What follows belongs to an exercise in optimizing a design on an open flow for small area, a short achievable clock period and few clock cycles per item; a production flow would make more cautious choices.
At most, simulation tests tie the RTL to the original design; equivalence was not proved.
No functional check of the RTL was part of runs 1 to 4.
No activity file was given, so power comes from the tool's default toggle rates.

==> design.v <==
`timescale 1ns / 1ps
package rsp_pkg;
	localparam int MAX_DEPTH_DEF  = 16;
	localparam int COUNT_BITS_DEF = 32;
	localparam logic [2:0] EV_IGNORE = 3'd0;
	localparam logic [2:0] EV_FRAME  = 3'd1;
	localparam logic [2:0] EV_DATA   = 3'd2;
	localparam logic [2:0] EV_VALUE  = 3'd3;
	localparam logic [2:0] EV_ERROR  = 3'd4;
	localparam logic [2:0] K_INT   = 3'd0;
	localparam logic [2:0] K_STR   = 3'd1;
	localparam logic [2:0] K_ERR   = 3'd2;
	localparam logic [2:0] K_BULK  = 3'd3;
	localparam logic [2:0] K_NULL  = 3'd4;
	localparam logic [2:0] K_ARRAY = 3'd5;
	localparam logic [2:0] E_NONE     = 3'd0;
	localparam logic [2:0] E_TOKEN    = 3'd1;
	localparam logic [2:0] E_MARKER   = 3'd2;
	localparam logic [2:0] E_DEEP     = 3'd3;
	localparam logic [2:0] E_OVERFLOW = 3'd4;
	localparam logic [7:0] CH_CR     = 8'h0D;
	localparam logic [7:0] CH_LF     = 8'h0A;
	localparam logic [7:0] CH_COLON  = 8'h3A;
	localparam logic [7:0] CH_PLUS   = 8'h2B;
	localparam logic [7:0] CH_MINUS  = 8'h2D;
	localparam logic [7:0] CH_DOLLAR = 8'h24;
	localparam logic [7:0] CH_USCORE = 8'h5F;
	localparam logic [7:0] CH_STAR   = 8'h2A;
	localparam logic [7:0] CH_ZERO   = 8'h30;
	localparam logic [7:0] CH_NINE   = 8'h39;
	localparam logic [63:0] INT_POS_LIM = 64'h7FFF_FFFF_FFFF_FFFF;
	localparam logic [63:0] INT_NEG_LIM = 64'h8000_0000_0000_0000;
	typedef enum logic [3:0] {
		PH_MARK,
		PH_INT_START,
		PH_INT_BODY,
		PH_COUNT,
		PH_STR,
		PH_NUL_CR,
		PH_LINE_LF,
		PH_BULK_DATA,
		PH_BULK_CR,
		PH_BULK_LF,
		PH_DONE
	} phase_t;
	typedef struct packed {
		logic en;
		logic clear;
		logic push;
		logic close;
	} stk_cmd_t;
	typedef struct packed {
		logic full;
		logic empty_close;
	} stk_stat_t;
endpackage
`timescale 1ns / 1ps
module rsp_digit (
	input  logic [7:0]  data,
	input  logic [4:0]  d9,         
	input  logic [63:0] acc,
	input  logic        neg,
	output logic [63:0] acc_next,
	output logic        int_over,
	output logic        cnt_over
);
	localparam logic [63:0] INT_Q = 64'h0CCC_CCCC_CCCC_CCCC;
	localparam logic [31:0] CNT_Q = 32'h1999_9999;
	logic [3:0] d;
	logic [4:0] addend;
	logic       gt, eq, eqm1, hi_eq;
	assign d        = data[3:0];
	assign addend   = neg ? d9 : {1'b0, d};
	assign acc_next = (acc << 3) + (acc << 1) + 64'(addend);
	assign gt    = acc > INT_Q;
	assign hi_eq = acc[63:4] == INT_Q[63:4];
	assign eq    = hi_eq && (acc[3:0] == INT_Q[3:0]);
	assign eqm1  = hi_eq && (acc[3:0] == (INT_Q[3:0] - 4'd1));
	assign int_over = neg ? (!acc[63] && (gt || eq || (eqm1 && (d > 4'd8))))
	                      : (gt || (eq && (d > 4'd7)));
	assign cnt_over = (acc[31:0] > CNT_Q) || ((acc[31:0] == CNT_Q) && (d > 4'd5));
endmodule
module rsp_byte_class (
	input  logic [7:0] data,
	output logic       is_digit,
	output logic [4:0] d9
);
	assign is_digit = (data[7:4] == 4'h3) && ((data[3] == 1'b0) || (data[2:1] == 2'b00));
	always_comb begin
		case (data[3:0])
			4'h0:    d9 = 5'd9;
			4'h1:    d9 = 5'd10;
			4'h2:    d9 = 5'd11;
			4'h3:    d9 = 5'd12;
			4'h4:    d9 = 5'd13;
			4'h5:    d9 = 5'd14;
			4'h6:    d9 = 5'd15;
			4'h7:    d9 = 5'd16;
			4'h8:    d9 = 5'd17;
			4'h9:    d9 = 5'd18;
			default: d9 = 5'd0;
		endcase
	end
endmodule
`timescale 1ns / 1ps
module rsp_stack (
	input  logic        clk,
	input  logic        arst_n,
	input  logic        en,
	input  logic        held,
	input  logic        clear,
	input  logic        push,
	input  logic        close,
	input  logic [31:0] push_val,
	output logic [4:0]  depth,
	output logic        full,
	output logic        empty_close
);
	logic [4:0]  ptr_q;
	logic [31:0] top_q;
	logic        top_one;
	logic [31:0] cnt_q [15];
	logic [14:0] zero_q;
	logic        found;
	logic [31:0] top_dec;
	logic [31:0] sel_cnt;
	assign depth   = ptr_q;
	assign full    = ptr_q[4];
	assign top_dec = top_q - 32'd1;
	assign top_one = top_q == 32'd1;
	logic [14:0] cand, pick, above;
	logic [4:0]  pop_ptr;
	always_comb begin
		for (int i = 0; i < 15; i++) begin
			cand[i] = (5'(i + 1) < ptr_q) && !zero_q[i];
		end
		above[14] = 1'b0;
		for (int i = 13; i >= 0; i--) begin
			above[i] = above[i + 1] || cand[i + 1];
		end
		pick    = cand & ~above;
		found   = |cand;
		sel_cnt = '0;
		pop_ptr = '0;
		for (int i = 0; i < 15; i++) begin
			sel_cnt = sel_cnt | ({32{pick[i]}} & cnt_q[i]);
			pop_ptr = pop_ptr | ({5{pick[i]}} & 5'(i + 1));
		end
	end
	assign empty_close = (ptr_q == 5'd0) || (top_one && !found);
	always_ff @(posedge clk or negedge arst_n) begin
		if (!arst_n) begin
			ptr_q <= '0;
		end else if (en && clear) begin
			ptr_q <= '0;
		end else if (en && push) begin
			ptr_q <= ptr_q + 5'd1;
		end else if (en && close) begin
			if (ptr_q != 5'd0 && !top_one) begin
				ptr_q <= ptr_q;
			end else begin
				ptr_q <= pop_ptr;
			end
		end
	end
	always_ff @(posedge clk) begin
		if (en && push) begin
			top_q <= push_val;
		end else if (en && close && (ptr_q != 5'd0)) begin
			top_q <= top_one ? sel_cnt : top_dec;
		end
	end
	always_ff @(posedge clk) begin
		for (int i = 0; i < 15; i++) begin
			if (held && push && (ptr_q == 5'(i + 1))) begin
				cnt_q[i]  <= top_dec;
				zero_q[i] <= top_one;
			end
		end
	end
endmodule
`timescale 1ns / 1ps
module resp_stream_parser (
	input  logic         clk,
	input  logic         arst_n,
	input  logic         s_tvalid,
	output logic         s_tready,
	input  logic [7:0]   s_tdata,   
	input  logic [0:0]   s_tuser,   
	output logic         m_tvalid,
	input  logic         m_tready,
	output logic [111:0] m_tdata,   
	output logic [5:0]   m_tuser,   
	output logic         m_tlast    
);
	localparam logic [63:0] INT_SAT = 64'h7FFF_FFFF_FFFF_FFFF;
	logic adv, s_fire, load_s1;
	logic valid_s1, valid_s2, valid_sk;
	logic [7:0] data_s1, data_sk, data_ld;
	logic start_s1, start_sk;
	logic digit_s1, digit_ld;
	logic [4:0] d9_s1, d9_ld;
	rsp_pkg::phase_t phase_q;
	rsp_pkg::phase_t phase_n;
	rsp_pkg::phase_t ph_c;
	logic [2:0]  kind_q, kind_n;
	logic [63:0] acc_q, acc_n;
	logic        neg_q, neg_n;
	logic        dig_q, dig_n;
	logic [31:0] off_q;
	logic        err_c;
	logic [2:0]  ecode_q, ecode_n;
	logic [2:0] ev;
	logic [2:0] new_code;
	logic       done;
	logic [2:0] ev_s2;
	logic [2:0] kind_s2;
	logic       done_s2;
	logic       numen_s2;
	logic       numen_hi_s2;
	logic [7:0] payload_s2;
	logic [4:0] depth_s2;
	logic        is_digit, int_over, cnt_over;
	assign is_digit = digit_s1;
	logic [63:0] acc_next;
	logic        stk_push, stk_close;
	logic        stk_full, stk_empty_close;
	logic [4:0]  stk_depth;
	logic [31:0] bulk_c;
	assign adv      = valid_s1 && (!valid_s2 || m_tready);
	assign s_tready = !valid_sk;
	assign s_fire   = s_tvalid && !valid_sk;
	assign load_s1  = valid_sk ? adv : (s_fire && (adv || !valid_s1));
	always_ff @(posedge clk or negedge arst_n) begin
		if (!arst_n) begin
			valid_s1 <= 1'b0;
			valid_sk <= 1'b0;
		end else begin
			if (load_s1) begin
				valid_s1 <= 1'b1;
			end else if (adv) begin
				valid_s1 <= 1'b0;
			end
			if (valid_sk) begin
				valid_sk <= !adv;
			end else begin
				valid_sk <= s_fire && valid_s1 && !adv;
			end
		end
	end
	assign data_ld = valid_sk ? data_sk : s_tdata;
	rsp_byte_class u_class (
		.data     (data_ld),
		.is_digit (digit_ld),
		.d9       (d9_ld)
	);
	always_ff @(posedge clk) begin
		if (load_s1) begin
			data_s1  <= data_ld;
			start_s1 <= valid_sk ? start_sk : s_tuser[0];
			digit_s1 <= digit_ld;
			d9_s1    <= d9_ld;
		end
		if (!valid_sk) begin
			data_sk  <= s_tdata;
			start_sk <= s_tuser[0];
		end
	end
	assign ph_c   = start_s1 ? rsp_pkg::PH_MARK : phase_q;
	assign err_c  = !start_s1 && (ecode_q != rsp_pkg::E_NONE);
	assign bulk_c = acc_q[63:32];
	rsp_digit u_digit (
		.data     (data_s1),
		.d9       (d9_s1),
		.acc      (acc_q),
		.neg      (neg_q),
		.acc_next (acc_next),
		.int_over (int_over),
		.cnt_over (cnt_over)
	);
	rsp_stack u_stack (
		.clk         (clk),
		.arst_n      (arst_n),
		.en          (adv),
		.held        (valid_s1),
		.clear       (start_s1),
		.push        (stk_push),
		.close       (stk_close),
		.push_val    (acc_q[31:0]),
		.depth       (stk_depth),
		.full        (stk_full),
		.empty_close (stk_empty_close)
	);
	always_comb begin
		phase_n   = ph_c;
		kind_n    = kind_q;
		acc_n     = acc_q;
		neg_n     = neg_q;
		dig_n     = dig_q;
		ecode_n   = start_s1 ? rsp_pkg::E_NONE : ecode_q;
		ev        = rsp_pkg::EV_FRAME;
		new_code  = rsp_pkg::E_NONE;
		stk_push  = 1'b0;
		stk_close = 1'b0;
		done      = 1'b0;
		if (err_c) begin
			ev = rsp_pkg::EV_IGNORE;
		end else begin
			case (ph_c)
				rsp_pkg::PH_MARK: begin
					acc_n = '0;
					neg_n = 1'b0;
					dig_n = 1'b0;
					case (data_s1)
						rsp_pkg::CH_COLON: begin
							kind_n  = rsp_pkg::K_INT;
							phase_n = rsp_pkg::PH_INT_START;
						end
						rsp_pkg::CH_PLUS: begin
							kind_n  = rsp_pkg::K_STR;
							phase_n = rsp_pkg::PH_STR;
						end
						rsp_pkg::CH_MINUS: begin
							kind_n  = rsp_pkg::K_ERR;
							phase_n = rsp_pkg::PH_STR;
						end
						rsp_pkg::CH_DOLLAR: begin
							kind_n  = rsp_pkg::K_BULK;
							phase_n = rsp_pkg::PH_COUNT;
						end
						rsp_pkg::CH_USCORE: begin
							kind_n  = rsp_pkg::K_NULL;
							phase_n = rsp_pkg::PH_NUL_CR;
						end
						rsp_pkg::CH_STAR: begin
							kind_n  = rsp_pkg::K_ARRAY;
							phase_n = rsp_pkg::PH_COUNT;
						end
						default: begin
							ev       = rsp_pkg::EV_ERROR;
							new_code = rsp_pkg::E_MARKER;
						end
					endcase
				end
				rsp_pkg::PH_INT_START, rsp_pkg::PH_INT_BODY: begin
					if ((ph_c == rsp_pkg::PH_INT_START) &&
					    ((data_s1 == rsp_pkg::CH_PLUS) || (data_s1 == rsp_pkg::CH_MINUS))) begin
						neg_n   = data_s1 == rsp_pkg::CH_MINUS;
						acc_n   = {64{data_s1 == rsp_pkg::CH_MINUS}};
						phase_n = rsp_pkg::PH_INT_BODY;
					end else if (is_digit) begin
						acc_n   = int_over ? INT_SAT : acc_next;
						dig_n   = 1'b1;
						phase_n = rsp_pkg::PH_INT_BODY;
					end else if ((data_s1 == rsp_pkg::CH_CR) && ((ph_c == rsp_pkg::PH_INT_START) || dig_q)) begin
						phase_n = rsp_pkg::PH_LINE_LF;
					end else begin
						ev       = rsp_pkg::EV_ERROR;
						new_code = rsp_pkg::E_TOKEN;
					end
				end
				rsp_pkg::PH_COUNT: begin
					if (is_digit) begin
						acc_n = acc_next;
						if (cnt_over) begin
							ev       = rsp_pkg::EV_ERROR;
							new_code = rsp_pkg::E_OVERFLOW;
						end
					end else if (data_s1 == rsp_pkg::CH_CR) begin
						phase_n = rsp_pkg::PH_LINE_LF;
					end else begin
						ev       = rsp_pkg::EV_ERROR;
						new_code = rsp_pkg::E_TOKEN;
					end
				end
				rsp_pkg::PH_STR: begin
					if (data_s1 == rsp_pkg::CH_CR) begin
						phase_n = rsp_pkg::PH_LINE_LF;
					end else if (data_s1 == rsp_pkg::CH_LF) begin
						ev       = rsp_pkg::EV_ERROR;
						new_code = rsp_pkg::E_TOKEN;
					end else begin
						ev = rsp_pkg::EV_DATA;
					end
				end
				rsp_pkg::PH_NUL_CR, rsp_pkg::PH_BULK_CR: begin
					if (data_s1 == rsp_pkg::CH_CR) begin
						phase_n = (ph_c == rsp_pkg::PH_NUL_CR) ? rsp_pkg::PH_LINE_LF : rsp_pkg::PH_BULK_LF;
					end else begin
						ev       = rsp_pkg::EV_ERROR;
						new_code = rsp_pkg::E_TOKEN;
					end
				end
				rsp_pkg::PH_BULK_DATA: begin
					ev                 = rsp_pkg::EV_DATA;
					acc_n[63:32]       = bulk_c - 32'd1;
					if (bulk_c == 32'd1) begin
						phase_n = rsp_pkg::PH_BULK_CR;
					end
				end
				rsp_pkg::PH_LINE_LF, rsp_pkg::PH_BULK_LF: begin
					if (data_s1 != rsp_pkg::CH_LF) begin
						ev       = rsp_pkg::EV_ERROR;
						new_code = rsp_pkg::E_TOKEN;
					end else if ((ph_c == rsp_pkg::PH_LINE_LF) && (kind_q == rsp_pkg::K_BULK)) begin
						acc_n[63:32] = acc_q[31:0];
						phase_n      = (acc_q[31:0] == 32'd0) ? rsp_pkg::PH_BULK_CR : rsp_pkg::PH_BULK_DATA;
					end else if ((ph_c == rsp_pkg::PH_LINE_LF) && (kind_q == rsp_pkg::K_ARRAY) &&
					             (acc_q[31:0] != 32'd0)) begin
						if (stk_full) begin
							ev       = rsp_pkg::EV_ERROR;
							new_code = rsp_pkg::E_DEEP;
						end else begin
							stk_push = 1'b1;
							ev       = rsp_pkg::EV_VALUE;
							phase_n  = rsp_pkg::PH_MARK;
						end
					end else begin
						ev = rsp_pkg::EV_VALUE;
						if (kind_q == rsp_pkg::K_INT && neg_q) begin
							acc_n = ~acc_q;
						end
						stk_close = 1'b1;
						done      = stk_empty_close;
						phase_n   = stk_empty_close ? rsp_pkg::PH_DONE : rsp_pkg::PH_MARK;
					end
				end
				default: begin
					ev = rsp_pkg::EV_IGNORE;
				end
			endcase
			if (ev == rsp_pkg::EV_ERROR) begin
				ecode_n = new_code;
			end
		end
	end
	always_ff @(posedge clk or negedge arst_n) begin
		if (!arst_n) begin
			phase_q <= rsp_pkg::PH_MARK;
			ecode_q <= rsp_pkg::E_NONE;
			off_q   <= '1;
		end else if (adv) begin
			phase_q <= phase_n;
			ecode_q <= ecode_n;
			off_q   <= start_s1 ? 32'd0 : (off_q + 32'd1);
		end
	end
	always_ff @(posedge clk) begin
		if (adv) begin
			kind_q <= kind_n;
			acc_q  <= acc_n;
			neg_q  <= neg_n;
			dig_q  <= dig_n;
		end
	end
	always_ff @(posedge clk or negedge arst_n) begin
		if (!arst_n) begin
			valid_s2 <= 1'b0;
		end else if (adv) begin
			valid_s2 <= 1'b1;
		end else if (m_tready) begin
			valid_s2 <= 1'b0;
		end
	end
	always_ff @(posedge clk) begin
		if (adv) begin
			ev_s2      <= ev;
			kind_s2    <= ((ev == rsp_pkg::EV_FRAME) || (ev == rsp_pkg::EV_DATA) || (ev == rsp_pkg::EV_VALUE)) ?
			              kind_n : rsp_pkg::K_INT;
			done_s2    <= done;
			numen_s2   <= (ev == rsp_pkg::EV_VALUE) && (kind_n != rsp_pkg::K_STR) &&
			              (kind_n != rsp_pkg::K_ERR) && (kind_n != rsp_pkg::K_NULL);
			numen_hi_s2 <= (ev == rsp_pkg::EV_VALUE) && (kind_n == rsp_pkg::K_INT);
			payload_s2 <= (ev == rsp_pkg::EV_DATA) ? data_s1 : 8'd0;
			depth_s2   <= start_s1 ? 5'd0 : stk_depth;
		end
	end
	assign m_tvalid = valid_s2;
	assign m_tdata  = {off_q, ecode_q, depth_s2, numen_hi_s2 ? acc_q[63:32] : 32'd0, numen_s2 ? acc_q[31:0] : 32'd0, payload_s2};
	assign m_tuser  = {kind_s2, ev_s2};
	assign m_tlast  = done_s2;
endmodule
==> run.sh <==
#!/bin/bash
# synth_recipe.tcl (not shown) runs the flow's synth.tcl, then flattens the netlist and writes it again
# the make line also repeats each setting of config.mk as NAME=value (left out here)
make -C /OpenROAD-flow-scripts/flow DESIGN_CONFIG=/design/flow/config.mk WORK_HOME=/design/flow/orfs CLKGATE_MAP_FILE= SYNTH_SCRIPT=/design/flow/synth_recipe.tcl finish
==> config.mk <==
export PLATFORM = sky130hd
export DESIGN_NAME = resp_stream_parser
export DESIGN_NICKNAME = resp_stream_parser
export VERILOG_FILES = /design/flow/design.v
export SDC_FILE = /design/flow/constraint.sdc
export NUM_CORES = 4
export LEC_CHECK = 0
export CAP_MARGIN = 20
export CORE_MARGIN = 2
export CORE_UTILIZATION = 55
export SETUP_SLACK_MARGIN = 5
export SLEW_MARGIN = 20
==> constraint.sdc <==
create_clock -name core_clock -period 8.5 [get_ports {clk}]
set_input_delay 1.7000 -clock core_clock [delete_from_list [all_inputs] [get_ports {clk}]]
set_output_delay 1.7000 -clock core_clock [all_outputs]
set_load 0.01 [all_outputs]
==> results of run 1 <==
## per-stage QoR
stage / setup slack, ns / hold slack, ns
2_1_floorplan: 4.58 / 0.446
3_3_place_gp: 3.75 / 0.459
3_5_place_dp: 3.66 / 0.468
4_1_cts: 4.41 / 0.482
5_1_grt: 4.38 / 0.495
6_report: 4.48 / 0.477
## metal layers
metal | share of wire | GRT usage
met2 | 0.46 | 0.544
met5 | 0.00041 | 0
met4 | 0.042 | 0.143
met1 | 0.39 | 0.495
met3 | 0.10 | 0.0694
## Yosys cell counts, drive strengths merged, types with 22 or more instances
library cell / number / area share
nor4: 36 / 0.0066
nand2: 167 / 0.018
ha: 134 / 0.049
inv: 56 / 0.0062
dfstp: 32 / 0.025
nand4: 80 / 0.015
a221oi: 106 / 0.027
nor3: 56 / 0.0082
o211ai: 26 / 0.0057
clkbuf: 154 / 0.017
xnor2: 41 / 0.011
nand2b: 31 / 0.0057
a222oi: 32 / 0.0094
xor2: 68 / 0.017
and2: 71 / 0.013
a21o: 23 / 0.0051
nand3: 59 / 0.0087
a22oi: 73 / 0.016
edfxtp: 633 / 0.56
o21ai: 116 / 0.017
o221ai: 31 / 0.0080
a21oi: 202 / 0.030
or3: 25 / 0.0046
and3: 26 / 0.0048
o22ai: 22 / 0.0040
nor2: 283 / 0.031
## timing repair
item,in CTS,in global routing
cloned,10,6
hold buffers,0,0
setup buffers,204,51
pin swaps,48,80
setup endpoints to repair,1046,754
gates resized for setup,303,300
## power by group through the flow
| stage | logic [uW] | registers, uW | clock network, uW |
|---|---|---|---|
| global placement | 5570 | 5050 | 0 |
| detailed placement | 5610 | 5050 | 0 |
| finish | 8420 | 4540 | 3240 |
| global route | 8980 | 4570 | 3400 |
| CTS | 7360 | 4530 | 3270 |
| floorplan | 4230 | 4520 | 0 |
## final cells by class
class                      instances  area, sq um  area share
sequential                       689        20400       0.471
multi-input combinational       1965        14800       0.341
timing repair buffer             455         4470       0.103
clock buffer                      80         1870      0.0432
tap                              790          988      0.0228
clock inverter                    53          572      0.0132
inverter                          56          235     0.00543
## worst paths after layout
kind / to / slack, ns / depth (start not counted)
max in group asynchronous: u_stack.ptr_q[3] / 6.98 / 1
max reg2reg: acc_q[58] / 4.48 / 17
min in group asynchronous: phase_q[3] / 1.09 / 1
max: acc_q[58] / 4.48 / 17
min: start_sk / 0.48 / 1
min reg2reg: start_sk / 0.48 / 1
## cell families (layout without fill, tap and decap cells)
kind of cell             after synthesis  in the layout
flip-flops                           689            689
XOR/XNOR                             109            109
AO/OA/AOI/OAI                        787            787
AND/OR/NAND/NOR                      915            916
buffers and inverters                226            644
multiplexers                          16             16
adder cells (fa/ha/maj)              137            137
## registers in the layout, indices dropped and copies added (netlist names), 3 cells and up
name and cells:
depth_s2 5, off_q 32, phase_q 4, kind_s2 3
data_s1 8, u_stack.zero_q 15, data_sk 8, payload_s2 8
ecode_q 3, u_stack.ptr_q 5, d9_s1 5, u_stack.top_q 32
kind_q 3, u_stack.cnt_q 480, ev_s2 3, acc_q 64
==> impl_metrics.json, run 1 <==
{
  "synthAdderAreaFrac": 0.0509,
  "avgSynthCellArea_sq_um": 11.9,
  "async_flop_share": 0.0682,
  "nets": 3390,
  "synth_compound_area_frac": 0.160,
  "core.rowCount": 91,
  "die_x_microns": 253,
  "p_switching_uw": 6650,
  "power.total_uw": 16200,
  "grt_pass1_wl_microns": 168000,
  "relSlewSlack": 0.232,
  "drive_above_1_share": 0.248,
  "die_h_microns": 253,
  "cts_made_buffers": 73,
  "instances_no_fill": 4088,
  "path_cells": "buf_6 > mux2_4 > ha_4 > ha_4 > inv_2 > fa_2 > nor2b_4 > o2111ai_4 > a21o_1 > nand3_2 > o31a_1 > buf_6 > a32oi_4 > a21oi_4 > a21boi_2 > or4_1 > nand4_1",
  "synthSimpleGateAreaFrac": 0.133,
  "firstDrtPassIters": 5,
  "track_usage": 0.353,
  "synth_xor_area_frac": 0.0280,
  "outcome": "no timing/DRC/antenna violations",
  "netlist_area_sq_mm": 0.0341,
  "cts_tree": "yes",
  "grt.overflow.total": 0,
  "clk-insertion-delay-late_ns": 0.64,
  "grt_max_degree": 55,
  "critPathSlowestCell": "edfxtp_1",
  "min-delay-start": "start_sk",
  "grt_pass1_vias": 26600,
  "synth_edf_count": 633,
  "cts_root_buffer": "clkbuf_16",
  "worst-path-max-fanout": 5,
  "yosysUniqueCellTypes": 79,
  "setup_viol": 0,
  "layout.cells.most_common_list": "edfxtp_1, nor2_1, buf_4",
  "hpwl_microns": 65600,
  "totalWireLength_microns": 116000,
  "pin_count": 134,
  "power_frac_seq": 0.280,
  "critPathMaxStageDelay_ns": 0.51,
  "hp-class": "reg -> reg",
  "p_int_uw": 9550,
  "ys_ff_latch": 689,
  "max_freq_mhz": 249,
  "diodes": 0,
  "powerDensity_mw_per_mm2": 374,
  "slew_viol_final": 0,
  "die_area_sq_mm": 0.0641,
  "via_count": 27700,
  "clock-sinks": 689,
  "yosysWarnings": 4,
  "gp_congestion": 0.915,
  "synthMuxAreaShare": 0.00502,
  "required_ns": 8.98,
  "netlist_instances": 2879,
  "worst_pin_slew_ns": 1.15,
  "core-area_sq_mm": 0.0615,
  "area_growth_syn_to_layout_pct": 27.0,
  "yosysSeqAreaShare": 0.598,
  "comb_power_share": 0.520,
  "antenna_found_initial": 6,
  "endpoint_kind": "flip-flop",
  "wire_per_inst_microns": 28.3,
  "place_area_sq_mm": 0.0366,
  "critPathTopFamily": "compound AO/OA/AOI/OAI gates",
  "swShare": 0.410,
  "dp_cells": 3684,
  "port_buffers": 133,
  "drc": 0,
  "p_leak_uw": 0.0158,
  "cts.clk_slew.worst_paths_ns": 0.06,
  "initial_core_util": 0.555,
  "maxCapViolations": 0,
  "cp-start-kind": "flip-flop",
  "startpoint": "neg_q",
  "arrival_ns": 4.50,
  "first_iter_violations": 3570,
  "stdcell_area_sq_mm": 0.0433,
  "fillCellCount": 4344,
  "finalCritPeriodShare": 0.473,
  "fin_tns_setup_ns": 0,
  "final_common_cell": "edfxtp_1",
  "crit_buf_inv": 3,
  "finalHoldViolCount": 0,
  "clock-skew-final_ns": 0.0248,
  "viasPerCell": 6.79,
  "regToRegStartpoint": "neg_q",
  "synth_top_family_by_area": "compound AO/OA/AOI/OAI gates",
  "min_period_ns": 4.02,
  "clock_path_buffers": 3,
  "peakVddDrop_v": 0.000339,
  "synth_top_flop_cell": "edfxtp_1",
  "antenna_left": 0,
  "p_clk_frac": 0.200,
  "synth_nets": 3029,
  "htree_levels": 3,
  "post-route-util": 0.705,
  "path_class": "reg -> reg",
  "rsz0062_at_grt": "yes"
}
==> inputs of run 2 (changes only) <==
--- a/design.v
+++ b/design.v
@@ -207,2 +207,3 @@
 	logic [63:0] acc_q, acc_n;
+	logic        a_clr, a_ones, a_next, a_sat, a_inv, a_bload, a_bdec;
 	logic        neg_q, neg_n;
@@ -296,3 +297,9 @@
 		kind_n    = kind_q;
-		acc_n     = acc_q;
+		a_clr     = 1'b0;
+		a_ones    = 1'b0;
+		a_next    = 1'b0;
+		a_sat     = 1'b0;
+		a_inv     = 1'b0;
+		a_bload   = 1'b0;
+		a_bdec    = 1'b0;
 		neg_n     = neg_q;
@@ -310,3 +317,3 @@
 				rsp_pkg::PH_MARK: begin
-					acc_n = '0;
+					a_clr = 1'b1;
 					neg_n = 1'b0;
@@ -348,6 +355,8 @@
 						neg_n   = data_s1 == rsp_pkg::CH_MINUS;
-						acc_n   = {64{data_s1 == rsp_pkg::CH_MINUS}};
+						a_ones  = data_s1 == rsp_pkg::CH_MINUS;
+						a_clr   = data_s1 != rsp_pkg::CH_MINUS;
 						phase_n = rsp_pkg::PH_INT_BODY;
 					end else if (is_digit) begin
-						acc_n   = int_over ? INT_SAT : acc_next;
+						a_sat   = int_over;
+						a_next  = !int_over;
 						dig_n   = 1'b1;
@@ -363,3 +372,3 @@
 					if (is_digit) begin
-						acc_n = acc_next;
+						a_next = 1'b1;
 						if (cnt_over) begin
@@ -395,3 +404,3 @@
 					ev                 = rsp_pkg::EV_DATA;
-					acc_n[63:32]       = bulk_c - 32'd1;
+					a_bdec             = 1'b1;
 					if (bulk_c == 32'd1) begin
@@ -405,3 +414,3 @@
 					end else if ((ph_c == rsp_pkg::PH_LINE_LF) && (kind_q == rsp_pkg::K_BULK)) begin
-						acc_n[63:32] = acc_q[31:0];
+						a_bload      = 1'b1;
 						phase_n      = (acc_q[31:0] == 32'd0) ? rsp_pkg::PH_BULK_CR : rsp_pkg::PH_BULK_DATA;
@@ -420,3 +429,3 @@
 						if (kind_q == rsp_pkg::K_INT && neg_q) begin
-							acc_n = ~acc_q;
+							a_inv = 1'b1;
 						end
@@ -436,2 +445,14 @@
 	end
+	always_comb begin
+		logic a_keep_lo, a_keep_hi;
+		a_keep_lo = !(a_clr || a_ones || a_next || a_sat || a_inv);
+		a_keep_hi = a_keep_lo && !a_bload && !a_bdec;
+		acc_n = ({64{a_next}} & acc_next) |
+		        ({64{a_sat}} & INT_SAT) |
+		        {64{a_ones}} |
+		        ({64{a_inv}} & ~acc_q) |
+		        ({a_keep_hi ? acc_q[63:32] : 32'd0, a_keep_lo ? acc_q[31:0] : 32'd0}) |
+		        {a_bload ? acc_q[31:0] : 32'd0, 32'd0} |
+		        {a_bdec ? (bulk_c - 32'd1) : 32'd0, 32'd0};
+	end
 	always_ff @(posedge clk or negedge arst_n) begin
==> impl_metrics.json, run 2 <==
{
  "netlist_area_sq_mm": 0.0346,
  "synth_top_flop_cell": "edfxtp_1",
  "relSlewSlack": 0.230,
  "first_iter_violations": 4408,
  "required_ns": 8.88,
  "multi_input_area_sq_mm": 0.0149,
  "cts_root_buffer": "clkbuf_16",
  "critPathMaxStageDelay_ns": 0.55,
  "layout.cells.most_common_list": "edfxtp_1, nand2_1, buf_4",
  "initial_core_util": 0.558,
  "peakVddDrop_v": 0.000313,
  "critPathSlowestCell": "fa_1",
  "setup_viol": 0,
  "largest_reg_flops": 480,
  "clock_path_buffers": 3,
  "clk-insertion-delay-late_ns": 0.64,
  "slew_viol_final": 0,
  "cts_tree": "yes",
  "die_h_microns": 255,
  "finalHoldViolCount": 0,
  "pin_count": 134,
  "yosysTopAreaCell": "edfxtp_1",
  "regArea_sq_mm": 0.0204,
  "wire_per_inst_microns": 28.5,
  "synth_common_cells": "edfxtp_1, nand2_1, a21oi_1, nor2_1, clkbuf_1",
  "synth_top_cell_area_share": 0.550,
  "drive_above_1_share": 0.241,
  "path_class": "reg -> reg",
  "antenna_left": 0,
  "drc": 0,
  "fin_tns_setup_ns": 0,
  "yosysUniqueCellTypes": 91,
  "firstDrtPassIters": 10,
  "reg_top3": "u_stack.cnt_q (480), acc_q (64)",
  "nets": 3484,
  "min_period_ns": 4.37,
  "critPathTopFamily": "compound AO/OA/AOI/OAI gates",
  "track_usage": 0.354,
  "synth_nets": 3115,
  "port_buffers": 133,
  "holdBufCountCts": 0,
  "clock-skew-final_ns": 0.0201,
  "hp-class": "reg -> reg",
  "worst-path-max-fanout": 5,
  "core-area_sq_mm": 0.0619,
  "cts_made_buffers": 74,
  "avgSynthCellArea_sq_um": 11.7,
  "totalWireLength_microns": 121000,
  "p_leak_uw": 0.0159,
  "cts.clk_slew.worst_paths_ns": 0.07,
  "endpoint_kind": "flip-flop",
  "powerDensity_mw_per_mm2": 344,
  "netlist_instances": 2965,
  "core.rowCount": 91,
  "yosysWarnings": 4,
  "via_count": 28600,
  "grt.overflow.total": 0,
  "crit_buf_inv": 1,
  "cp-start-kind": "flip-flop",
  "finalCritPeriodShare": 0.514,
  "outcome": "no timing/DRC/antenna violations",
  "die_area_sq_mm": 0.0649,
  "grt_max_degree": 68,
  "post-route-util": 0.707,
  "area_growth_syn_to_layout_pct": 26.5,
  "hpwl_microns": 65600,
  "clock-sinks": 689,
  "maxCapViolations": 0,
  "yosysSeqAreaShare": 0.590,
  "htree_levels": 3,
  "grt_pass1_wl_microns": 170000,
  "viasPerCell": 6.76,
  "arrival_ns": 4.75,
  "regMostFlops": "u_stack.cnt_q",
  "synth_edf_count": 633,
  "ys_ff_latch": 689,
  "die_x_microns": 255,
  "grt_pass1_vias": 26800,
  "fillCellCount": 4390,
  "ys_top_cells_by_area": "edfxtp_1, ha_1, a21oi_1, nand2_1, dfstp_2",
  "yosysMostFrequentCell": "edfxtp_1",
  "antenna_found_initial": 5,
  "gp_congestion": 0.902,
  "max_freq_mhz": 229,
  "worst_pin_slew_ns": 1.15,
  "path_cells": "buf_6 > and2_4 > fa_1 > ha_4 > nor2b_4 > o31a_1 > o41a_1 > a41o_2 > a21oi_4 > o21ai_4 > a221oi_4 > nand4b_1 > a31oi_1 > xor2_1 > o21ai_1",
  "rsz0062_at_grt": "yes",
  "final_common_cell": "edfxtp_1",
  "async_flop_share": 0.0682
}
-- run 2: cell types whose count changed in the layout (fill, tap and decap cells not counted), sizes merged, moves of 20 or more --
cell / delta
and3: +20
o221ai: -30
a222oi: +32
dlygate4sd2: +23
nor2: -71
a22oi: -65
buf: +27
nand3: +24
a21o: +24
a221oi: -36
a21oi: +41
o211ai: +21
nand2: +109
-- run 2: layout make-up --
cell class / count / area share
diodes: 1 / 0.0000572
clock buffers: 90 / 0.0447
clock inverters: 46 / 0.0160
inverters: 45 / 0.00497
multi-input cells: 2042 / 0.341
flip-flops and latches: 689 / 0.467
well taps: 837 / 0.0239
repair buffers: 480 / 0.103
repair inverters: 2 / 0.000629
-- run 2: per-stage QoR --
step | hold slack (ns) | total power [uW] | cell area [sq um] | setup WS (ns) | cells
global placement | 0.459 | 9710 | 37100 | 3.61 | 3794
global route | 0.501 | 15700 | 43800 | 4.03 | 4231
detailed placement | 0.460 | 9780 | 37100 | 3.67 | 3794
floorplan | 0.446 | 8180 | 35000 | 4.56 | 2965
finish | 0.470 | 15100 | 43800 | 4.13 | 4232
CTS | 0.473 | 14400 | 42400 | 4.21 | 4156
-- run 2: kinds of logic after synthesis --
logic type	after synthesis	synth area share
compound gates	744	0.146
xor+xnor	120	0.0304
fa+ha+maj	137	0.0502
buf+inv	239	0.0271
flops	689	0.590
mux	16	0.00499
simple gates	1020	0.151
-- run 2: per-layer routing --
metal,track usage,vias up,share of wire
met5,0,-,0.00063
met4,0.154,12,0.045
met3,0.0900,390,0.12
met2,0.538,1914,0.45
met1,0.484,14100,0.38
li1,-,12200,-
-- run 2: what timing repair did --
item / in CTS / in global routing
setup endpoints to repair: 769 / 618
gates resized for setup: 314 / 182
setup buffers: 215 / 65
gates cloned: 11 / 10
hold endpoints to repair: 0 / 0
pin swaps: 60 / 78
-- run 2: path summary, 6_finish.rpt --
path | start | to | slack [ns] | depth (start not counted)
max in group asynchronous | arst_n | u_stack.ptr_q[3] | 6.97 | 1
hold reg to reg | start_sk | start_sk | 0.47 | 1
hold / removal | start_sk | start_sk | 0.47 | 1
setup reg to reg | neg_q | acc_q[48] | 4.13 | 15
min in group asynchronous | arst_n | u_stack.ptr_q[3] | 1.09 | 1
setup / recovery | neg_q | acc_q[48] | 4.13 | 15
-- run 2: power by group --
group	switching (uW)	internal [uW]	leakage (uW)	total [uW]
clock network	1400	2110	0.00127	3510
registers	359	4070	0.00639	4430
logic	4090	3030	0.00821	7110
total	5840	9210	0.0159	15100
==> inputs of run 3 (changes only) <==
--- a/design.v
+++ b/design.v
@@ -59,3 +59,3 @@
 	input  logic [7:0]  data,
-	input  logic [4:0]  d9,         
+	input  logic [4:0]  inj,        
 	input  logic [63:0] acc,
@@ -68,14 +68,10 @@
 	localparam logic [31:0] CNT_Q = 32'h1999_9999;
-	logic [3:0] d;
-	logic [4:0] addend;
-	logic       gt, eq, eqm1, hi_eq;
+	logic [3:0]  d;
+	logic [63:0] opa, opb;
 	assign d        = data[3:0];
-	assign addend   = neg ? d9 : {1'b0, d};
-	assign acc_next = (acc << 3) + (acc << 1) + 64'(addend);
-	assign gt    = acc > INT_Q;
-	assign hi_eq = acc[63:4] == INT_Q[63:4];
-	assign eq    = hi_eq && (acc[3:0] == INT_Q[3:0]);
-	assign eqm1  = hi_eq && (acc[3:0] == (INT_Q[3:0] - 4'd1));
-	assign int_over = neg ? (!acc[63] && (gt || eq || (eqm1 && (d > 4'd8))))
-	                      : (gt || (eq && (d > 4'd7)));
+	assign opa      = {acc[60:0], inj[4:2]};
+	assign opb      = {acc[62:0], inj[1]};
+	assign acc_next = opa + opb + 64'(inj[0]);
+	assign int_over = neg ? ((acc < ~INT_Q) || ((acc == ~INT_Q) && (d > 4'd8)))
+	                      : ((acc > INT_Q) || ((acc == INT_Q) && (d > 4'd7)));
 	assign cnt_over = (acc[31:0] > CNT_Q) || ((acc[31:0] == CNT_Q) && (d > 4'd5));
@@ -84,21 +80,24 @@
 	input  logic [7:0] data,
+	input  logic       neg,
 	output logic       is_digit,
-	output logic [4:0] d9
+	output logic [4:0] inj
 );
+	logic [3:0] e;
 	assign is_digit = (data[7:4] == 4'h3) && ((data[3] == 1'b0) || (data[2:1] == 2'b00));
 	always_comb begin
-		case (data[3:0])
-			4'h0:    d9 = 5'd9;
-			4'h1:    d9 = 5'd10;
-			4'h2:    d9 = 5'd11;
-			4'h3:    d9 = 5'd12;
-			4'h4:    d9 = 5'd13;
-			4'h5:    d9 = 5'd14;
-			4'h6:    d9 = 5'd15;
-			4'h7:    d9 = 5'd16;
-			4'h8:    d9 = 5'd17;
-			4'h9:    d9 = 5'd18;
-			default: d9 = 5'd0;
+		case ({neg, data[3:0]})
+			5'h10:   e = 4'd9;
+			5'h11:   e = 4'd8;
+			5'h12:   e = 4'd7;
+			5'h13:   e = 4'd6;
+			5'h14:   e = 4'd5;
+			5'h15:   e = 4'd4;
+			5'h16:   e = 4'd3;
+			5'h17:   e = 4'd2;
+			5'h18:   e = 4'd1;
+			5'h19:   e = 4'd0;
+			default: e = data[3:0];
 		endcase
 	end
+	assign inj = {e[3] ? 3'd7 : e[2:0], e[3], e[3] && e[0]};
 endmodule
@@ -201,3 +200,4 @@
 	logic digit_s1, digit_ld;
-	logic [4:0] d9_s1, d9_ld;
+	logic [4:0] inj_s1, inj_ld;
+	logic neg_ld;
 	rsp_pkg::phase_t phase_q;
@@ -207,3 +207,3 @@
 	logic [63:0] acc_q, acc_n;
-	logic        a_clr, a_ones, a_next, a_sat, a_inv, a_bload, a_bdec;
+	logic        a_clr, a_ones, a_next, a_sat, a_inc, a_bload, a_bdec;
 	logic        neg_q, neg_n;
@@ -226,2 +226,3 @@
 	logic [63:0] acc_next;
+	logic [63:0] acc_inc;
 	logic        stk_push, stk_close;
@@ -252,6 +253,8 @@
 	assign data_ld = valid_sk ? data_sk : s_tdata;
+	assign neg_ld  = adv ? neg_n : neg_q;
 	rsp_byte_class u_class (
 		.data     (data_ld),
+		.neg      (neg_ld),
 		.is_digit (digit_ld),
-		.d9       (d9_ld)
+		.inj      (inj_ld)
 	);
@@ -262,3 +265,3 @@
 			digit_s1 <= digit_ld;
-			d9_s1    <= d9_ld;
+			inj_s1   <= inj_ld;
 		end
@@ -274,3 +277,3 @@
 		.data     (data_s1),
-		.d9       (d9_s1),
+		.inj      (inj_s1),
 		.acc      (acc_q),
@@ -301,3 +304,3 @@
 		a_sat     = 1'b0;
-		a_inv     = 1'b0;
+		a_inc     = 1'b0;
 		a_bload   = 1'b0;
@@ -364,2 +367,3 @@
 					end else if ((data_s1 == rsp_pkg::CH_CR) && ((ph_c == rsp_pkg::PH_INT_START) || dig_q)) begin
+						a_inc   = neg_q;
 						phase_n = rsp_pkg::PH_LINE_LF;
@@ -428,5 +432,2 @@
 						ev = rsp_pkg::EV_VALUE;
-						if (kind_q == rsp_pkg::K_INT && neg_q) begin
-							a_inv = 1'b1;
-						end
 						stk_close = 1'b1;
@@ -445,5 +446,6 @@
 	end
+	assign acc_inc = acc_q + 64'd1;
 	always_comb begin
 		logic a_keep_lo, a_keep_hi;
-		a_keep_lo = !(a_clr || a_ones || a_next || a_sat || a_inv);
+		a_keep_lo = !(a_clr || a_ones || a_next || a_sat || a_inc);
 		a_keep_hi = a_keep_lo && !a_bload && !a_bdec;
@@ -452,3 +454,3 @@
 		        {64{a_ones}} |
-		        ({64{a_inv}} & ~acc_q) |
+		        ({64{a_inc}} & acc_inc) |
 		        ({a_keep_hi ? acc_q[63:32] : 32'd0, a_keep_lo ? acc_q[31:0] : 32'd0}) |
==> impl_metrics.json, run 3 <==
{
  "die_area_sq_mm": 0.0663,
  "powerDensity_mw_per_mm2": 346,
  "grt_pass1_wl_microns": 179000,
  "yosysUniqueCellTypes": 94,
  "grt.overflow.total": 0,
  "cp-start-kind": "flip-flop",
  "via_count": 30500,
  "die_h_microns": 258,
  "path_class": "reg -> reg",
  "pin_count": 134,
  "min_period_ns": 3.76,
  "finalHoldViolCount": 0,
  "drc": 0,
  "fillCellCount": 4377,
  "p_clk_frac": 0.209,
  "ys_ff_latch": 689,
  "antenna_found_initial": 4,
  "comb_power_share": 0.508,
  "synth_top_flop_cell": "edfxtp_1",
  "p_leak_uw": 0.0173,
  "multi_input_area_sq_mm": 0.0159,
  "core.rowCount": 92,
  "core-area_sq_mm": 0.0633,
  "largest_reg_flops": 480,
  "grt_max_degree": 58,
  "yosysWarnings": 4,
  "worst_pin_slew_ns": 1.13,
  "rsz0062_at_grt": "yes",
  "regMostFlops": "u_stack.cnt_q",
  "dpl_worst_slack_ns": 2.89,
  "gp_congestion": 0.935,
  "slew_viol_final": 0,
  "drive_above_1_share": 0.254,
  "clock-skew-final_ns": 0.0539,
  "hpwl_microns": 70800,
  "avgSynthCellArea_sq_um": 11.2,
  "clock-sinks": 689,
  "ys_top_cells_by_area": "edfxtp_1, a21oi_1, nand2_1, ha_1, nor2_1",
  "arrival_ns": 4.06,
  "regArea_sq_mm": 0.0204,
  "yosysMostFrequentCell": "edfxtp_1",
  "endpoint_kind": "flip-flop",
  "wire_per_inst_microns": 27.4,
  "clock_path_buffers": 3,
  "initial_core_util": 0.558,
  "swShare": 0.404,
  "firstDrtPassIters": 9,
  "synth_nets": 3233,
  "first_iter_violations": 4119,
  "viasPerCell": 6.79,
  "port_buffers": 133,
  "cts.clk_slew.worst_paths_ns": 0.06,
  "p_switching_uw": 6310,
  "setup_viol": 0,
  "power_frac_seq": 0.284,
  "netlist_area_sq_mm": 0.0353,
  "nets": 3675,
  "layout.cells.most_common_list": "edfxtp_1, buf_4, nand2_1",
  "final_common_cell": "edfxtp_1",
  "yosysTopAreaCell": "edfxtp_1",
  "cts_root_buffer": "clkbuf_16",
  "grt_pass1_vias": 29300,
  "peakVddDrop_v": 0.000201,
  "synth_edf_count": 632,
  "track_usage": 0.354,
  "async_flop_share": 0.0682,
  "htree_levels": 3,
  "finalWorstSetupSlack_ns": 4.74,
  "clk-insertion-delay-late_ns": 0.65,
  "netlist_instances": 3142,
  "reg_top3": "u_stack.cnt_q (480), acc_q (64)",
  "cts_tree": "yes",
  "synth_common_cells": "edfxtp_1, nand2_1, nor2_1, a21oi_1, clkbuf_1",
  "totalWireLength_microns": 123000,
  "maxCapViolations": 0,
  "finalCritPeriodShare": 0.442,
  "antenna_left": 0,
  "holdBufCountCts": 0,
  "relSlewSlack": 0.247,
  "synth_top_cell_area_share": 0.537,
  "hp-class": "reg -> reg",
  "required_ns": 8.81,
  "max_freq_mhz": 266,
  "yosysSeqAreaShare": 0.577,
  "cts_made_buffers": 75,
  "worst-path-max-fanout": 10,
  "die_x_microns": 258,
  "hold_ws_ns": 0.485,
  "p_int_uw": 9330,
  "outcome": "no timing/DRC/antenna violations",
  "fin_tns_setup_ns": 0,
  "area_growth_syn_to_layout_pct": 27.8
}
## run 3: cell count changes after synthesis, sizes merged, moves of 30 or more
cell,change
a22oi,+30
a222oi,-32
nor2,+42
o21ai,+46
o22ai,+34
ha,-58
a221o,+40
## run 3: cells by family after synthesis
kind of cell | synth area share
DFF | 0.577
and+or+nand+nor | 0.153
xor gates and xnor gates | 0.0347
buffers and inverters | 0.0286
adders and majority gates | 0.0280
AOI/OAI and AO/OA | 0.175
muxes | 0.00365
## run 3: worst paths after layout
path	from	end	slack [ns]	depth (start not counted)
worst min-delay path	start_sk	start_sk	0.48	1
worst max-delay path	acc_q[17]	acc_q[56]	4.74	13
max in group asynchronous	arst_n	phase_q[2]	6.91	1
worst max register to register	acc_q[17]	acc_q[56]	4.74	13
worst min register to register	start_sk	start_sk	0.48	1
min in group asynchronous	arst_n	u_stack.ptr_q[2]	1.09	1
## run 3: power by group through the flow
| stage | clock network [uW] | registers [uW] | logic (uW) |
|---|---|---|---|
| after detailed placement | 0 | 5160 | 4830 |
| after global routing | 3410 | 4470 | 8340 |
| after global placement | 0 | 5160 | 4800 |
| after floorplan | 0 | 4400 | 3800 |
| final | 3270 | 4440 | 7950 |
| after CTS | 3280 | 4420 | 6880 |
## run 3: final cells by class
cell class / instances / share of cell area
multi-input combinational: 2208 / 0.352
sequential: 689 / 0.452
clock buffer: 88 / 0.0428
tap: 846 / 0.0234
timing repair buffer: 563 / 0.113
clock inverter: 52 / 0.0118
antenna: 2 / 0.000111
timing repair inverter: 1 / 0.000194
inverter: 46 / 0.00424
## run 3: stage by stage
step	std cells	power [uW]	instance area, sq um	utilization
5_1_grt	4493	16200	45200	0.713
6_report	4495	15600	45200	0.714
2_1_floorplan	3142	8200	35500	-
3_3_place_gp	3973	9960	37600	0.595
4_1_cts	4388	14600	43500	0.687
3_5_place_dp	3973	9990	37600	0.595
## run 3: critical path, cell delays in order, from the launching register on
cell and delay, ns:
edfxtp_1 0.54, buf_6 0.17, buf_12 0.12, buf_6 0.19, nand4_1 0.20, nor4_4 0.45, nand4_1 0.31, or2_2 0.42
nor3_4 0.26, a31oi_1 0.14, o21ai_1 0.12, o21ai_1 0.07, a221oi_1 0.28, o211ai_1 0.14
## run 3: timing repair
action                                  4_1_cts  5_1_grt
gates resized for setup                     328      256
gates cloned                                 14        2
pin swaps                                    36       61
buffers inserted                            261      103
endpoints found under the setup margin      862      718
## run 3: layer usage
metal  track usage  share of wire
met1         0.450           0.37
met2         0.577           0.47
met3        0.0679          0.097
met4         0.188          0.060
met5             0        0.00011
==> inputs of run 4 (changes only) <==
--- a/config.mk
+++ b/config.mk
@@ -10,2 +10,4 @@
 export CORE_UTILIZATION = 55
+export CTS_CLUSTER_DIAMETER = 60
+export CTS_CLUSTER_SIZE = 20
 export SETUP_SLACK_MARGIN = 5
==> impl_metrics.json, run 4 <==
{
  "relSlewSlack": 0.263,
  "p_switching_uw": 6160,
  "outcome": "no timing/DRC/antenna violations",
  "p_leak_uw": 0.0168,
  "largest_reg_flops": 480,
  "clk-insertion-delay-late_ns": 0.64,
  "hpwl_microns": 70800,
  "regArea_sq_mm": 0.0204,
  "layout.cells.most_common_list": "edfxtp_1, buf_4, nand2_1",
  "synth_top_flop_cell": "edfxtp_1",
  "regMostFlops": "u_stack.cnt_q",
  "initial_core_util": 0.558,
  "firstDrtPassIters": 8,
  "hold_ws_ns": 0.496,
  "htree_levels": 2,
  "drc": 0,
  "max_freq_mhz": 272,
  "ys_top_cells_by_area": "edfxtp_1, a21oi_1, nand2_1, ha_1, nor2_1",
  "comb_power_share": 0.538,
  "gp_congestion": 0.935,
  "p_int_uw": 8680,
  "swShare": 0.415,
  "setup_viol": 0,
  "reg_top3": "u_stack.cnt_q (480), acc_q (64)",
  "arrival_ns": 4.03,
  "cts_made_buffers": 50,
  "finalCritPeriodShare": 0.432,
  "grt_pass1_wl_microns": 178000,
  "cp-start-kind": "flip-flop",
  "yosysTopAreaCell": "edfxtp_1",
  "grt_pass1_vias": 28800,
  "p_clk_frac": 0.166,
  "via_count": 30000,
  "nets": 3643,
  "peakVddDrop_v": 0.000189,
  "antenna_found_initial": 1,
  "die_x_microns": 258,
  "yosysUniqueCellTypes": 94,
  "slew_viol_final": 0,
  "worst_pin_slew_ns": 1.10,
  "die_h_microns": 258,
  "pin_count": 134,
  "yosysSeqAreaShare": 0.577,
  "track_usage": 0.350,
  "cts.clk_slew.worst_paths_ns": 0.08,
  "synth_nets": 3233,
  "clock-sinks": 689,
  "clock-skew-final_ns": 0.0554,
  "fillCellCount": 4513,
  "avgSynthCellArea_sq_um": 11.2,
  "rsz0062_at_grt": "yes",
  "die_area_sq_mm": 0.0663,
  "core-area_sq_mm": 0.0633,
  "cts_tree": "yes",
  "core.rowCount": 92,
  "final_common_cell": "edfxtp_1",
  "port_buffers": 133,
  "grt_max_degree": 58,
  "multi_input_area_sq_mm": 0.0159,
  "fin_tns_setup_ns": 0,
  "synth_top_cell_area_share": 0.537,
  "yosysWarnings": 4,
  "yosysMostFrequentCell": "edfxtp_1",
  "drive_above_1_share": 0.247,
  "maxCapViolations": 0,
  "totalWireLength_microns": 121000,
  "first_iter_violations": 3780,
  "hp-class": "reg -> reg",
  "netlist_instances": 3142,
  "synth_edf_count": 632,
  "worst-r2r-setup-slack_ns": 4.83,
  "power_frac_seq": 0.297,
  "async_flop_share": 0.0682,
  "cts_root_buffer": "clkbuf_16",
  "powerDensity_mw_per_mm2": 336,
  "worst-path-max-fanout": 3,
  "clock_path_buffers": 3,
  "endpoint_kind": "flip-flop",
  "ys_ff_latch": 689,
  "min_period_ns": 3.67,
  "finalHoldViolCount": 0,
  "netlist_area_sq_mm": 0.0353,
  "synth_common_cells": "edfxtp_1, nand2_1, nor2_1, a21oi_1, clkbuf_1",
  "grt.overflow.total": 0,
  "viasPerCell": 6.77,
  "area_growth_syn_to_layout_pct": 24.9,
  "antenna_left": 0,
  "wire_per_inst_microns": 27.3,
  "path_class": "reg -> reg",
  "required_ns": 8.86
}
[run 4: per-layer routing]
| layer | part of all wire | wire length [microns] | up-vias | track usage |
|---|---|---|---|---|
| met5 | 0 | 0 | - | 0 |
| met4 | 0.056 | 6750 | 0 | 0.170 |
| met3 | 0.092 | 11200 | 478 | 0.0599 |
| met2 | 0.47 | 57100 | 1803 | 0.574 |
| met1 | 0.38 | 45800 | 14700 | 0.454 |
| li1 | - | - | 13100 | - |
[run 4: power groups by stage]
stage	clock, uW	sequential (uW)	combinational, uW
after global routing	2600	4440	8370
after floorplan	0	4400	3800
after CTS	2470	4410	6900
final	2460	4400	7980
after detailed placement	0	5160	4830
after global placement	0	5160	4800
[run 4: critical path, cell delays in order, from the launching register on]
cell and delay (ns):
edfxtp_1 0.38, fa_2 0.24, inv_2 0.04, fa_2 0.37, nor2b_4 0.15, o2111ai_2 0.16, buf_4 0.18, a2111oi_4 0.34
nor3b_2 0.08, buf_4 0.16, o2111a_2 0.32, buf_6 0.14, o31ai_4 0.25, a221o_1 0.22, a21oi_1 0.08, xor2_1 0.17
o211ai_1 0.13
[run 4: cell families (layout without fill, tap and decap cells)]
logic type | count (synthesis) | count (layout) | share of synthesized area
adder cells (fa/ha/maj) | 78 | 78 | 0.0280
multiplexers | 12 | 12 | 0.00365
flip-flops | 689 | 689 | 0.577
XOR/XNOR | 140 | 140 | 0.0347
AO/OA/AOI/OAI | 907 | 910 | 0.175
buffers and inverters | 251 | 686 | 0.0286
other | 0 | 2 | 0
AND/OR/NAND/NOR | 1065 | 1069 | 0.153
[run 4: path summary, 6_finish.rpt]
check                          start  cells past startpoint               end
hold reg to reg             start_sk                      1          start_sk
setup reg to reg           inj_s1[0]                     16         acc_q[62]
max in group asynchronous     arst_n                      1  u_stack.ptr_q[3]
setup / recovery           inj_s1[0]                     16         acc_q[62]
hold / removal              start_sk                      1          start_sk
min in group asynchronous     arst_n                      1          valid_s2
[run 4: area by class of cell]
cell class                      count  share of cell area
Clock buffer                       65              0.0311
Multi-Input combinational cell   2209               0.360
Timing Repair inverter              1            0.000198
Inverter                           46             0.00433
Clock inverter                     19             0.00586
Timing Repair Buffer              555               0.112
Antenna cell                        2            0.000113
Sequential cell                   689               0.462
Tap cell                          846              0.0240
[run 4: repair_timing]
item,CTS,global route
gates resized for setup,318,264
pin swaps,50,94
gates cloned,14,2
hold buffers,0,0
setup buffers,262,95
endpoints found under the setup margin,863,736
[run 4: per-stage QoR]
stage | cell area [sq um] | util | power [uW] | cells | worst slack (ns)
finish | 44200 | 0.698 | 14800 | 4432 | 4.83
global route | 44200 | 0.697 | 15400 | 4430 | 4.75
CTS | 42500 | 0.671 | 13800 | 4333 | 4.83
detailed placement | 37600 | 0.595 | 9990 | 3973 | 2.89
global placement | 37600 | 0.595 | 9960 | 3973 | 3.05
floorplan | 35500 | - | 8200 | 3142 | 4.75
==> inputs of run 5 (changes only) <==
--- a/design.v
+++ b/design.v
@@ -446,3 +446,8 @@
 	end
-	assign acc_inc = acc_q + 64'd1;
+	always_comb begin
+		acc_inc[0] = !acc_q[0];
+		for (int i = 1; i < 64; i++) begin
+			acc_inc[i] = acc_q[i] ^ (&(acc_q | ~((64'd1 << i) - 64'd1)));
+		end
+	end
 	always_comb begin
==> impl_metrics.json, run 5 <==
{
  "outcome": "no timing/DRC/antenna violations",
  "path_class": "reg -> reg",
  "instances_no_fill": 4494,
  "core-area_sq_mm": 0.0643,
  "ys_top_cells_by_area": "edfxtp_1, nor2_1, nand2_1, ha_1, o21ai_0",
  "synth_top_family_by_area": "simple AND/OR/NAND/NOR gates",
  "die_h_microns": 259,
  "first_iter_violations": 4872,
  "synth_top_cell_area_share": 0.532,
  "clock-sinks": 689,
  "critPathTopFamily": "compound AO/OA/AOI/OAI gates",
  "fin_tns_setup_ns": 0,
  "core.rowCount": 93,
  "port_buffers": 133,
  "async_flop_share": 0.0682,
  "swShare": 0.410,
  "diodes": 0,
  "clock-skew-final_ns": 0.0740,
  "synthSimpleGateAreaFrac": 0.168,
  "nets": 3708,
  "p_clk_frac": 0.171,
  "via_count": 30700,
  "largest_reg_flops": 480,
  "cp.depth": 13,
  "hpwl_microns": 72100,
  "drive_above_1_share": 0.257,
  "p_leak_uw": 0.0166,
  "grt_pass1_vias": 28200,
  "dp_cells": 4059,
  "globalRouteMet2Util": 0.539,
  "drc": 0,
  "required_ns": 8.86,
  "initial_core_util": 0.554,
  "path_cells": "fa_2 > buf_4 > buf_6 > a211oi_4 > o21ai_2 > nand3_2 > a21oi_4 > o211a_4 > or2_4 > a2111o_1 > a21boi_2 > mux2i_1 > nand3_1",
  "synthMuxAreaShare": 0.00449,
  "holdPathEnd": "start_sk",
  "yosysSeqAreaShare": 0.572,
  "ys_ff_latch": 689,
  "synth_compound_area_frac": 0.164,
  "grt.met1_usage": 0.495,
  "regMostFlops": "u_stack.cnt_q",
  "r2r-end": "acc_q[61]",
  "p_switching_uw": 5630,
  "critPathMaxStageDelay_ns": 0.53,
  "synth_nets": 3316,
  "fillCellCount": 4637,
  "worst-path-max-fanout": 4,
  "power_frac_seq": 0.319,
  "cts_made_buffers": 50,
  "slew_viol_final": 0,
  "htree_levels": 2,
  "wire_per_inst_microns": 28.2,
  "firstDrtPassIters": 10,
  "synth_top_flop_cell": "edfxtp_1",
  "totalWireLength_microns": 127000,
  "cts_root_buffer": "clkbuf_16",
  "yosysTopAreaCell": "edfxtp_1",
  "pin_count": 134,
  "relSlewSlack": 0.268,
  "die_x_microns": 259,
  "clk-insertion-delay-late_ns": 0.65,
  "track_usage": 0.351,
  "synthAdderAreaFrac": 0.0295,
  "critPathSlowestCell": "a2111o_1",
  "netlist_area_sq_mm": 0.0357,
  "worst_pin_slew_ns": 1.09,
  "regToRegStartpoint": "inj_s1[0]",
  "min_period_ns": 3.62,
  "cp-start-kind": "flip-flop",
  "worst-r2r-setup-slack_ns": 4.88,
  "yosysWarnings": 4,
  "gr-usage-met3": 0.0839,
  "comb_power_share": 0.510,
  "yosysMostFrequentCell": "edfxtp_1",
  "powerDensity_mw_per_mm2": 306,
  "min-delay-start": "start_sk",
  "synth_common_cells": "edfxtp_1, nor2_1, nand2_1, o21ai_0, a21oi_1",
  "finalCritPeriodShare": 0.426,
  "synth_xor_area_frac": 0.0324,
  "stdcell_area_sq_mm": 0.0448,
  "netlist_instances": 3220,
  "antenna_left": 0,
  "area_growth_syn_to_layout_pct": 25.5,
  "max_freq_mhz": 276,
  "gp_congestion": 0.979,
  "grt.overflow.total": 0,
  "die_area_sq_mm": 0.0669,
  "place_area_sq_mm": 0.0380,
  "yosysUniqueCellTypes": 99,
  "hp-class": "reg -> reg",
  "cts.clk_slew.worst_paths_ns": 0.08,
  "final_common_cell": "edfxtp_1",
  "viasPerCell": 6.83,
  "arrival_ns": 3.98,
  "finalHoldViolCount": 0,
  "reg_top3": "u_stack.cnt_q (480), acc_q (64)",
  "clock_path_buffers": 3,
  "rsz0062_at_grt": "yes",
  "avgSynthCellArea_sq_um": 11.1,
  "grt_pass1_wl_microns": 177000,
  "hold_depth": 1,
  "endpoint_kind": "flip-flop",
  "crit_buf_inv": 2,
  "maxCapViolations": 0,
  "setup_viol": 0,
  "cts_tree": "yes",
  "p_int_uw": 8080,
  "synth_edf_count": 632,
  "holdBufCountCts": 0,
  "peakVddDrop_v": 0.000277,
  "layout.cells.most_common_list": "edfxtp_1, buf_4, nor2_1",
  "grt_max_degree": 55,
  "reg2reg_depth": 13,
  "grt-busiest-layer": "met2",
  "antenna_found_initial": 4
}
## run 5: kinds of logic (layout without fill, tap and decap cells)
logic type,after synthesis,in the layout
and+or+nand+nor,1188,1188
AOI/OAI and AO/OA,847,847
DFF,689,689
buffers and inverters,266,685
xor gates and xnor gates,132,132
adders and majority gates,83,83
muxes,15,15
## run 5: per-stage QoR
stage / power (uW) / worst slack [ns] / hold WS, ns / util
floorplan: 7730 / 4.01 / 0.446 / -
global placement: 9290 / 4.02 / 0.473 / 0.590
detailed placement: 9340 / 3.93 / 0.476 / 0.591
CTS: 12600 / 4.80 / 0.495 / 0.656
global route: 14200 / 4.78 / 0.515 / 0.696
finish: 13700 / 4.88 / 0.497 / 0.696
## run 5: area by class of cell
type	instances	area [sq um]	area share
Tap cell	855	1070	0.0239
Timing Repair Buffer	549	5190	0.116
Clock inverter	26	253	0.00564
Inverter	57	221	0.00495
Clock buffer	53	1260	0.0282
Sequential cell	689	20400	0.456
Multi-Input combinational cell	2265	16400	0.366
## run 5: power by group through the flow
stage	registers (uW)	logic [uW]	clock network [uW]
6_report	4380	6990	2340
5_1_grt	4400	7340	2470
4_1_cts	4390	5880	2360
3_5_place_dp	4950	4380	0
3_3_place_gp	4930	4360	0
2_1_floorplan	4370	3360	0
## run 5: worst reg2reg max path, cell delays in order, from the launching register on
cell and delay, ns:
edfxtp_1 0.41, fa_2 0.45, buf_4 0.16, buf_6 0.11, a211oi_4 0.27, o21ai_2 0.12, nand3_2 0.13, a21oi_4 0.09
o211a_4 0.27, or2_4 0.26, a2111o_1 0.53, a21boi_2 0.27, mux2i_1 0.21, nand3_1 0.09
## run 5: worst max-delay path by stage
stage,startpoint,to,slack [ns]
3_5_place_dp,acc_q[8],u_stack.top_q[6],3.93
6_report,inj_s1[0],acc_q[61],4.88
3_3_place_gp,phase_q[0],acc_q[58],4.02
2_1_floorplan,m_tready,inj_s1[2],4.01
5_1_grt,inj_s1[0],acc_q[60],4.78
4_1_cts,numen_s2,m_tdata[18],4.80
## run 5: routing by layer
layer  part of all wire  vias up
met2               0.44     2054
li1                   -    13200
met4              0.040        2
met1               0.39    15100
met5           0.000079        -
met3               0.13      413
## run 5: repair_timing
action	in CTS	in global routing
endpoints found under the setup margin	795	618
pin swaps	34	78
resized for setup	266	400
gates cloned	3	18
buffers inserted	214	121
Testbench counts of run 5, summed over its fixed seeds: cycles 320,543, items 320,527.
==> inputs of run 6 (changes only) <==
--- a/config.mk
+++ b/config.mk
@@ -10,4 +10,2 @@
 export CORE_UTILIZATION = 55
-export CTS_CLUSTER_DIAMETER = 60
-export CTS_CLUSTER_SIZE = 20
 export SETUP_SLACK_MARGIN = 5
==> impl_metrics.json, run 6 <==
{
  "p_leak_uw": 0.0165,
  "required_ns": 8.87,
  "netlist_area_sq_mm": 0.0357,
  "r2r-end": "acc_q[59]",
  "reg_top3": "u_stack.cnt_q (480), acc_q (64)",
  "clock_path_buffers": 3,
  "wl_met1_microns": 48800,
  "grt.overflow.total": 0,
  "place_area_sq_mm": 0.0380,
  "arrival_ns": 3.93,
  "firstDrtPassIters": 9,
  "stdcell_area_sq_mm": 0.0451,
  "via_count": 30800,
  "cp-start-kind": "flip-flop",
  "synth_top_cell_area_share": 0.532,
  "yosysMostFrequentCell": "edfxtp_1",
  "endpoint_kind": "flip-flop",
  "setup_viol": 0,
  "hpwl_microns": 72100,
  "startpoint": "acc_q[41]",
  "cts_tree": "yes",
  "track_usage": 0.357,
  "finalHoldViolCount": 0,
  "ys_top_cells_by_area": "edfxtp_1, nor2_1, nand2_1, ha_1, o21ai_0",
  "clk-insertion-delay-late_ns": 0.67,
  "worst_pin_slew_ns": 1.10,
  "synth_nets": 3316,
  "instances_no_fill": 4537,
  "core.rowCount": 93,
  "drc": 0,
  "holdBufCountCts": 0,
  "first_iter_violations": 4653,
  "yosysWarnings": 4,
  "nets": 3721,
  "async_flop_share": 0.0682,
  "final_common_cell": "edfxtp_1",
  "totalWireLength_microns": 127000,
  "die_area_sq_mm": 0.0669,
  "cts.clk_slew.worst_paths_ns": 0.06,
  "hp-class": "reg -> reg",
  "met2WireLength_microns": 56500,
  "post-route-util": 0.701,
  "worst-path-max-fanout": 21,
  "cts_root_buffer": "clkbuf_16",
  "largest_reg_flops": 480,
  "reg2reg_depth": 12,
  "antenna_found_initial": 2,
  "ys_ff_latch": 689,
  "pin_count": 134,
  "dp_cells": 4059,
  "yosysTopAreaCell": "edfxtp_1",
  "worst-r2r-setup-slack_ns": 4.94,
  "crit_end": "acc_q[59]",
  "grt_max_degree": 55,
  "htree_levels": 3,
  "yosysUniqueCellTypes": 99,
  "yosysSeqAreaShare": 0.572,
  "initial_core_util": 0.554,
  "regToRegStartpoint": "acc_q[41]",
  "min_period_ns": 3.56,
  "finalCritPeriodShare": 0.419,
  "relSlewSlack": 0.265,
  "avgSynthCellArea_sq_um": 11.1,
  "max_freq_mhz": 281,
  "antenna_left": 0,
  "clock-sinks": 689,
  "wire_per_inst_microns": 28.1,
  "netlist_instances": 3220,
  "rsz0062_at_grt": "yes",
  "cts_made_buffers": 72,
  "maxCapViolations": 0,
  "outcome": "no timing/DRC/antenna violations",
  "synth_common_cells": "edfxtp_1, nor2_1, nand2_1, o21ai_0, a21oi_1",
  "powerDensity_mw_per_mm2": 316,
  "drive_above_1_share": 0.259,
  "grt_pass1_vias": 28500,
  "path_class": "reg -> reg",
  "die_x_microns": 259,
  "layout.cells.most_common_list": "edfxtp_1, buf_4, nor2_1",
  "gp_congestion": 0.979,
  "grt_pass1_wl_microns": 179000,
  "port_buffers": 133,
  "peakVddDrop_v": 0.000290,
  "synth_edf_count": 632,
  "slew_viol_final": 0,
  "area_growth_syn_to_layout_pct": 26.4,
  "wl_met3_microns": 16900,
  "die_h_microns": 259,
  "fillCellCount": 4602,
  "highest_layer": "met5",
  "synth_top_flop_cell": "edfxtp_1",
  "clock-skew-final_ns": 0.0559,
  "viasPerCell": 6.79,
  "regMostFlops": "u_stack.cnt_q",
  "fin_tns_setup_ns": 0,
  "core-area_sq_mm": 0.0643
}
[run 6: critical path, cell delays in order (launching register included)]
cell and delay [ns]:
edfxtp_1 0.52, buf_4 0.22, nor2_1 0.18, nor2_1 0.08, o311ai_1 0.49, o21a_1 0.23
nand4b_1 0.18, a21oi_4 0.28, nor2b_2 0.09, or2_4 0.28, clkbuf_16 0.23, a2111oi_2 0.31
o21ai_0 0.17
[run 6: timing repair]
| item | CTS | global route |
|---|---|---|
| pin swaps | 43 | 85 |
| gates cloned | 2 | 15 |
| buffers inserted | 229 | 101 |
| setup endpoints to repair | 778 | 657 |
| gates resized for setup | 285 | 336 |
[run 6: final cells by class]
class / count / area (sq um) / area share
Antenna cell: 1 / 2.50 / 0.0000555
Clock buffer: 89 / 1900 / 0.0421
Clock inverter: 41 / 450 / 0.00999
Inverter: 57 / 221 / 0.00491
Multi-Input combinational cell: 2265 / 16200 / 0.360
Sequential cell: 689 / 20400 / 0.453
Tap cell: 855 / 1070 / 0.0237
Timing Repair Buffer: 540 / 4820 / 0.107
[run 6: worst min path at each step]
| stage | start | end | slack (ns) | depth (start not counted) |
|---|---|---|---|---|
| 3_5_place_dp | start_sk | start_sk | 0.48 | 1 |
| 5_1_grt | data_sk[7] | data_sk[7] | 0.51 | 1 |
| 4_1_cts | data_sk[4] | data_sk[4] | 0.50 | 1 |
| 2_1_floorplan | start_sk | start_sk | 0.45 | 1 |
| 3_3_place_gp | data_sk[4] | data_sk[4] | 0.47 | 1 |
| 6_report | data_sk[7] | data_sk[7] | 0.50 | 1 |
[run 6: where the power goes]
part           total [uW]  switching, uW  internal [uW]
Sequential           4370            307           4060
Combinational        6770           4020           2740
Clock                3120           1400           1720
Total               14300           5730           8520
[run 6: per-layer routing]
layer,vias up,global-route usage
met3,415,0.0882
met1,15000,0.497
li1,13200,-
met2,2223,0.545
met4,2,0.132
met5,-,0
[run 6: logic make-up (layout without fill, tap and decap cells)]
kind of cell,count (synthesis),in the layout,synth area share
simple gates,1188,1188,0.168
compound gates,847,847,0.164
flops,689,689,0.572
buf+inv,266,727,0.0303
xor+xnor,132,132,0.0324
fa+ha+maj,83,83,0.0295
mux,15,15,0.00449
other cells,0,1,0
[run 6: per-stage QoR]
stage	power [uW]	worst slack (ns)	hold WS, ns
2_1_floorplan	7730	4.01	0.446
3_3_place_gp	9290	4.02	0.473
3_5_place_dp	9340	3.93	0.476
4_1_cts	13400	4.69	0.498
5_1_grt	14800	4.83	0.513
6_report	14300	4.94	0.496

Setup slack of run 6, layout unchanged: 4.938 ns with ideal ports, 4.875 ns with driving cells assumed (clock clkbuf_16, inputs buf_2), 4.391 ns with port delays also shifted by the 0.709 ns mid clock arrival.
